Context: an optimization exercise on an open-source flow, tuned for small area, a short achievable clock period and few clock cycles per item. The choices shown serve that exercise and are no tape-out recipe. At most, simulation tests tie the RTL to the original design; equivalence was not proved.

old:
## aes_block_encrypt_unit
module aes_block_encrypt_unit (
	input  logic        clk,
	input  logic        arst_n,
	input  logic        start,
	output logic        busy,
	input  logic [63:0] plaintext_high,
	input  logic [63:0] plaintext_low,
	output logic        done,
	output logic [63:0] ciphertext_high,
	output logic [63:0] ciphertext_low,
	input  logic        cfg_we,
	input  logic [2:0]  cfg_index,
	input  logic [63:0] cfg_data
);
==> module aes_block_encrypt_unit, before the edit <==
module aes_block_encrypt_unit (
	input  logic        clk,
	input  logic        arst_n,
	input  logic        start,
	output logic        busy,
	input  logic [63:0] plaintext_high,
	input  logic [63:0] plaintext_low,
	output logic        done,
	output logic [63:0] ciphertext_high,
	output logic [63:0] ciphertext_low,
	input  logic        cfg_we,
	input  logic [2:0]  cfg_index,
	input  logic [63:0] cfg_data
);
	logic [1:0] key_size_q, key_size_d;
	logic [63:0] key_part_q [0:3];
	logic [63:0] key_part_d [0:3];
	logic busy_q, done_q;
	logic [3:0] rnd_q, g_nr;
	logic [7:0] rcon_q;
	logic ph1_q, ph2_q, odd_q;
	logic [255:0] win_q, win_in, win_step;
	logic [31:0] sin_q, sin_step, sin_load;
	logic [127:0] st_q, rnd_out;
	logic accept, last, stepping, m128, m192, rot_used;
	assign g_nr = aes_pkg::key_nr(key_size_q);
	assign m128 = (key_size_q == 2'd0);
	assign m192 = (key_size_q == 2'd1);
	assign accept = start && !busy_q;
	assign last = busy_q && (rnd_q == g_nr);
	assign stepping = accept || (busy_q && !last);
	assign rot_used = m128 || (m192 ? !ph2_q : !odd_q);
	assign busy = busy_q;
	assign done = done_q;
	aes_key_expand u_kx (
		.win(win_in), .sin(sin_q), .m128(m128), .m192(m192), .ph1(ph1_q), .ph2(ph2_q),
		.odd(odd_q), .rcon(rcon_q), .step(stepping),
		.sload(sin_load),
		.wout(win_step), .sout(sin_step)
	);
	aes_round u_round (
		.state_in(st_q), .round_key(win_in[255:128]), .load_data({plaintext_high, plaintext_low}),
		.load(accept), .last(last), .state_out(rnd_out)
	);
	always_comb begin
		for (int i = 0; i < 4; i++)
			key_part_d[i] = (cfg_we && cfg_index == 3'(i + 1)) ? cfg_data : key_part_q[i];
		key_size_d = (cfg_we && cfg_index == CFG_KEY_SIZE) ? cfg_data[1:0] : key_size_q;
		case (key_size_d)
			2'd0: sin_load = key_part_d[1][31:0];
			2'd1: sin_load = key_part_d[2][31:0];
			default: sin_load = key_part_d[3][31:0];
		endcase
		sin_load = {sin_load[23:0], sin_load[31:24]};
	end
	always_ff @(posedge clk or negedge arst_n) begin
		if (!arst_n) begin
			key_size_q <= KEY_SIZE_128;
			for (int i = 0; i < 4; i++) key_part_q[i] <= '0;
			busy_q <= 1'b0;
			done_q <= 1'b0;
			rnd_q <= '0;
			rcon_q <= 8'h01;
			ph1_q <= 1'b0;
			ph2_q <= 1'b0;
			odd_q <= 1'b0;
			sin_q <= '0;
		end else begin
			key_size_q <= key_size_d;
			for (int i = 0; i < 4; i++) key_part_q[i] <= key_part_d[i];
			done_q <= last;
			if (accept) begin
				busy_q <= 1'b1;
				rnd_q <= 4'd1;
			end else if (last) begin
				busy_q <= 1'b0;
				rnd_q <= 4'd0;
			end else if (busy_q) begin
				rnd_q <= rnd_q + 4'd1;
			end
			sin_q <= sin_step;
			if (stepping) begin
				if (rot_used) rcon_q <= aes_pkg::xtime(rcon_q);
				ph1_q <= !ph1_q && !ph2_q;
				ph2_q <= ph1_q;
				odd_q <= !odd_q;
			end else begin
				rcon_q <= 8'h01;
				ph1_q <= 1'b0;
				ph2_q <= 1'b0;
				odd_q <= 1'b0;
			end
		end
	end
	assign win_in = busy_q ? win_q : {key_part_q[0], key_part_q[1], key_part_q[2], key_part_q[3]};
	always_ff @(posedge clk) begin
		st_q <= rnd_out;
		win_q <= win_step;
	end
	assign ciphertext_high = st_q[127:64];
	assign ciphertext_low = st_q[63:0];
endmodule
clock: 7.0 ns
lec_check: 0
abc_area: 1
cap_margin: 20
core_margin: 2
core_utilization: 50
place_density: 0.65
setup_slack_margin: 2.0
slew_margin: 20
standard.sh (not shown) runs the stock make flow with config.mk's settings and CLKGATE_MAP_FILE= SYNTH_SCRIPT=/design/flow/synth_recipe.tcl, a recipe that flattens the netlist after the stock synthesis.
==> flow/flow/run.sh <==
#!/bin/bash
# Layout flow: the standard flow with two changes:
# - synthesis maps with ABC's area script using "dch -f" (full choice computation) instead of
#   "dch"; the rest of synthesis, and so every register, is unchanged;
# - the buffers placement puts on every input and output port are sky130_fd_sc_hd__buf_1.
# The make output goes to standard_flow.log; each ORFS step keeps its own log under orfs/logs.
set -euo pipefail
mkdir -p scripts_mod
cp -r "$FLOW_HOME"/scripts/. scripts_mod/
sed -i 's/^dch$/dch -f/' scripts_mod/abc_area.script
bash standard.sh "SCRIPTS_DIR=$PWD/scripts_mod" "BUFFER_PORTS_ARGS=-buffer_cell sky130_fd_sc_hd__buf_1" finish > standard_flow.log 2>&1
Input-level comparison between new and old:
-- flow/design.v --
<<< old, line 287
	input  logic [63:0] cfg_data
);
	logic [1:0] key_size_q, key_size_d;
	logic [63:0] key_part_q [0:3];
	logic [63:0] key_part_d [0:3];
>>> new, line 287
	input  logic [63:0] cfg_data
);
	logic [1:0] key_size_d;
	logic m128_q, m192_q;     
	logic [63:0] key_part_q [0:3];
	logic [63:0] key_part_d [0:3];
<<< old, line 298
	logic [127:0] st_q, rnd_out;
	logic accept, last, stepping, m128, m192, rot_used;
	assign g_nr = aes_pkg::key_nr(key_size_q);
	assign m128 = (key_size_q == 2'd0);
	assign m192 = (key_size_q == 2'd1);
	assign accept = start && !busy_q;
	assign last = busy_q && (rnd_q == g_nr);
>>> new, line 299
	logic [127:0] st_q, rnd_out;
	logic accept, last, stepping, m128, m192, rot_used;
	assign m128 = m128_q;
	assign m192 = m192_q;
	assign g_nr = m128 ? 4'd10 : (m192 ? 4'd12 : 4'd14);
	assign accept = start && !busy_q;
	assign last = busy_q && (rnd_q == g_nr);
<<< old, line 320
		for (int i = 0; i < 4; i++)
			key_part_d[i] = (cfg_we && cfg_index == 3'(i + 1)) ? cfg_data : key_part_q[i];
		key_size_d = (cfg_we && cfg_index == CFG_KEY_SIZE) ? cfg_data[1:0] : key_size_q;
		case (key_size_d)
			2'd0: sin_load = key_part_d[1][31:0];
>>> new, line 321
		for (int i = 0; i < 4; i++)
			key_part_d[i] = (cfg_we && cfg_index == 3'(i + 1)) ? cfg_data : key_part_q[i];
		key_size_d = (cfg_we && cfg_index == CFG_KEY_SIZE) ? cfg_data[1:0] : {!m128_q && !m192_q, m192_q};
		case (key_size_d)
			2'd0: sin_load = key_part_d[1][31:0];
<<< old, line 330
	always_ff @(posedge clk or negedge arst_n) begin
		if (!arst_n) begin
			key_size_q <= KEY_SIZE_128;
			for (int i = 0; i < 4; i++) key_part_q[i] <= '0;
			busy_q <= 1'b0;
>>> new, line 331
	always_ff @(posedge clk or negedge arst_n) begin
		if (!arst_n) begin
			m128_q <= 1'b1;
			m192_q <= 1'b0;
			for (int i = 0; i < 4; i++) key_part_q[i] <= '0;
			busy_q <= 1'b0;
<<< old, line 341
			sin_q <= '0;
		end else begin
			key_size_q <= key_size_d;
			for (int i = 0; i < 4; i++) key_part_q[i] <= key_part_d[i];
			done_q <= last;
>>> new, line 343
			sin_q <= '0;
		end else begin
			m128_q <= (key_size_d == 2'd0);
			m192_q <= (key_size_d == 2'd1);
			for (int i = 0; i < 4; i++) key_part_q[i] <= key_part_d[i];
			done_q <= last;
Results
new ended with every stage complete and zero timing, DRC or antenna violations.
Worst hold slack deteriorates in new relative to old.
Relative to old, the routed wire length measured on new has decreased by a few percent.
new vs old: last weighted congestion value of the routability-driven placer up slightly
new vs old, placement row count went down by about 0.7%.
Comparing old and new, the higher area of the mapped netlist was measured on old.
In new, height of the die is lower than in old.
Between old and new, the flow reports first-iteration DRC count decreasing by a few percent.
Per the comparison of new with old, post-placement worst setup slack fell 100 ps, number of synthesized flops with an enable pin shows no meaningful change, area of all sequential standard cells flat, layout clock buffer count increased by about 2.4% relative to the old numbers.
met1 track demand over resource in global routing in new is 2.9 points lower than in old
Testbench counts of new, summed over its fixed seeds: cycles 30,296, blocks 2,304.
Function not checked in old: the RTL went through the layout flow alone.

[separate check: timing with driven ports]
The results above use ideal ports. As a check the final layouts listed here were re-extracted and re-timed, cells and wires unchanged. Step 1, drivers: a clkbuf_16 drives clk and a buf_2 each remaining input, both assumed. Step 2 moves the port delays by t, midway between the first and last clock arrival at a register: inputs arrive t later, outputs are due t later. That takes back most of the time a late clock gives input paths. Three values: ideal, step 1, step 2; two values: the first two.
run	t (ns)	setup WS [ns]	hold WS [ns]	latest minus earliest clock arrival (ns)	cell pins on the clock port's net
old	0.812	1.975 / 1.975 / 1.975	0.484 / 0.484 / 0.484	0.089 / 0.088	1
new	0.787	2.034 / 2.034 / 1.929	0.480 / 0.480 / 0.480	0.050 / 0.050	1
After both steps setup and hold are still met in every run listed. The setup slack of new, which loses most, moves by 0.000 ns with the drivers and by -0.105 ns with both steps.
